This design comes from an exercise in tuning for small area and a short achievable clock period on the open sky130 flow, not from production work. RTL that was checked went through simulation tests only; none was proved equivalent to the original. Power figures rest on the tool's default switching activity, not on a simulated workload.

== harbor ==
==> flow/design.v (excerpt) <==
module csr_unit (
  input  logic        clk_i,
  input  logic        rst_ni,
  input  logic        req_valid_i,
  output logic        req_ready_o,
  input  logic [1:0]  req_op_i,
  input  logic [11:0] req_addr_i,
  input  logic [31:0] req_wdata_i,
  output logic        rsp_valid_o,
  input  logic        rsp_ready_i,
  output logic [31:0] rsp_rdata_o,
  output logic        rsp_illegal_o,
  input  logic        trap_valid_i,
  input  logic [31:0] trap_cause_i,
  input  logic [31:0] trap_epc_i,
  input  logic [31:0] trap_tval_i,
  input  logic        mret_valid_i,
  input  logic        retire_i,
  output logic [31:0] mtvec_o,
  output logic [31:0] mepc_o,
  output logic        mstatus_mie_o
);
Size: ~250 I/O pins, about 17000 µm² of cells after synthesis.
==> flow/config.mk <==
export PLATFORM = sky130hd
export DESIGN_NAME = csr_unit
export DESIGN_NICKNAME = csr_unit
export VERILOG_FILES = /design/flow/design.v
export SDC_FILE = /design/flow/constraint.sdc
export NUM_CORES = 4
export LEC_CHECK = 0
export CAP_MARGIN = 20
export CORE_MARGIN = 2
export CORE_UTILIZATION = 40
export SETUP_SLACK_MARGIN = 1.6
export SLEW_MARGIN = 20
==> flow/constraint.sdc <==
create_clock -name core_clock -period 3.5 [get_ports {clk_i}]
set_input_delay 0.7000 -clock core_clock [delete_from_list [all_inputs] [get_ports {clk_i}]]
set_output_delay 0.7000 -clock core_clock [all_outputs]
set_load 0.01 [all_outputs]
standard.sh (not shown) runs the stock make flow with config.mk's settings and CLKGATE_MAP_FILE= SYNTH_SCRIPT=/design/flow/synth_recipe.tcl, a recipe that flattens the netlist after the stock synthesis.
==> flow/flow/run.sh <==
#!/bin/bash
cp standard.sh std_copy.log
export BUFFER_PORTS_ARGS="-buffer_cell sky130_fd_sc_hd__buf_1"
export CTS_ARGS="-sink_clustering_enable -repair_clock_nets -buf_list {sky130_fd_sc_hd__clkbuf_8 sky130_fd_sc_hd__clkbuf_16} -root_buf sky130_fd_sc_hd__clkbuf_16 -sink_clustering_buffer sky130_fd_sc_hd__clkbuf_8 -dont_use_dummy_load"
bash standard.sh > standard_flow.log 2>&1
### harbor -> cedar
-- flow/design.v --
<<< harbor, line 266
    mtval_q    <= trap_valid_i ? trap_tval_i  : upd(mtval_q, we_mtval, mtval_set_q);
  end
  logic        cy_inc, ir_inc;
  logic [31:0] cy_ones, ir_ones;
  logic [31:0] mcycle_n, minstret_n;
  assign cy_inc = !cy_inhibit_q && !we_mcycle;
  assign ir_inc = retire_i && !ir_inhibit_q && !we_minstret;
  always_comb begin
    cy_ones[0] = 1'b1;
    ir_ones[0] = 1'b1;
    for (int i = 1; i < 32; i++) begin
      cy_ones[i] = cy_ones[i-1] && mcycle_q[i-1];
      ir_ones[i] = ir_ones[i-1] && minstret_q[i-1];
    end
  end
  assign mcycle_n   = upd(mcycle_q ^ (cy_ones & {32{cy_inc}}), we_mcycle, 1'b1);
  assign minstret_n = upd(minstret_q ^ (ir_ones & {32{ir_inc}}), we_minstret, 1'b1);
  always_ff @(posedge clk_i or negedge rst_ni) begin
    if (!rst_ni) begin
>>> cedar, line 266
    mtval_q    <= trap_valid_i ? trap_tval_i  : upd(mtval_q, we_mtval, mtval_set_q);
  end
  logic [31:0] cnt_wv;
  assign cnt_wv = ((sel_q[S_MCYCLE] ? mcycle_q : minstret_q) & ~to0) | to1;
  always_ff @(posedge clk_i or negedge rst_ni) begin
    if (!rst_ni) begin
<<< harbor, line 288
      ir_inhibit_q <= 1'b0;
    end else begin
      mcycle_q     <= mcycle_n;
      minstret_q   <= minstret_n;
      cy_inhibit_q <= mcntinh_n[0];
      ir_inhibit_q <= mcntinh_n[2];
>>> cedar, line 275
      ir_inhibit_q <= 1'b0;
    end else begin
      if (we_mcycle) begin
        mcycle_q <= cnt_wv;
      end else if (!cy_inhibit_q) begin
        mcycle_q <= mcycle_q + 32'd1;
      end
      if (we_minstret) begin
        minstret_q <= cnt_wv;
      end else if (retire_i && !ir_inhibit_q) begin
        minstret_q <= minstret_q + 32'd1;
      end
      cy_inhibit_q <= mcntinh_n[0];
      ir_inhibit_q <= mcntinh_n[2];
## What came out
- Diff harbor -> cedar: cell area fell 540 µm²; relative contribution of the clock network to total power lower; buffering overhead went down 2.2 points; die area now sits higher.
- Side by side, unique cell type count in the Yosys netlist turned out lower in cedar than in harbor.
- Area fraction in and, or, nand and nor cells after synthesis: cedar > harbor
- Looking at worst hold slack across both flows, cedar is the stronger of the two, with harbor trailing.
The RTL of harbor was laid out without a check of its function.

==> afterwards: timing with drivers on the ports <==
No port has a modelled driver above. Below, the same layouts with a new extraction and two added sets of constraints.
Step 1 (the two cells are an assumption about what drives the block):
set clk [get_ports {clk_i}]
set_driving_cell -lib_cell sky130_fd_sc_hd__clkbuf_16 $clk
set_driving_cell -lib_cell sky130_fd_sc_hd__buf_2 [delete_from_list [all_inputs] $clk]
Step 2 also shifts input and output timing later by t, the mid clock arrival at the registers, as if the neighbouring blocks saw the same clock.
Slacks: ideal / step 1 / step 2; pairs: ideal / step 1.
| run | t, ns | setup slack, ns | worst setup path at the end |
|---|---|---|---|
| harbor | 0.599 | 1.441 / 1.385 / 0.970 | input to register |
| cedar | 0.601 | 1.575 / 1.519 / 1.097 | input to register |
After both steps setup and hold are still met in every run listed. The setup slack of cedar, which loses most, moves by -0.056 ns with the drivers and by -0.478 ns with both steps.
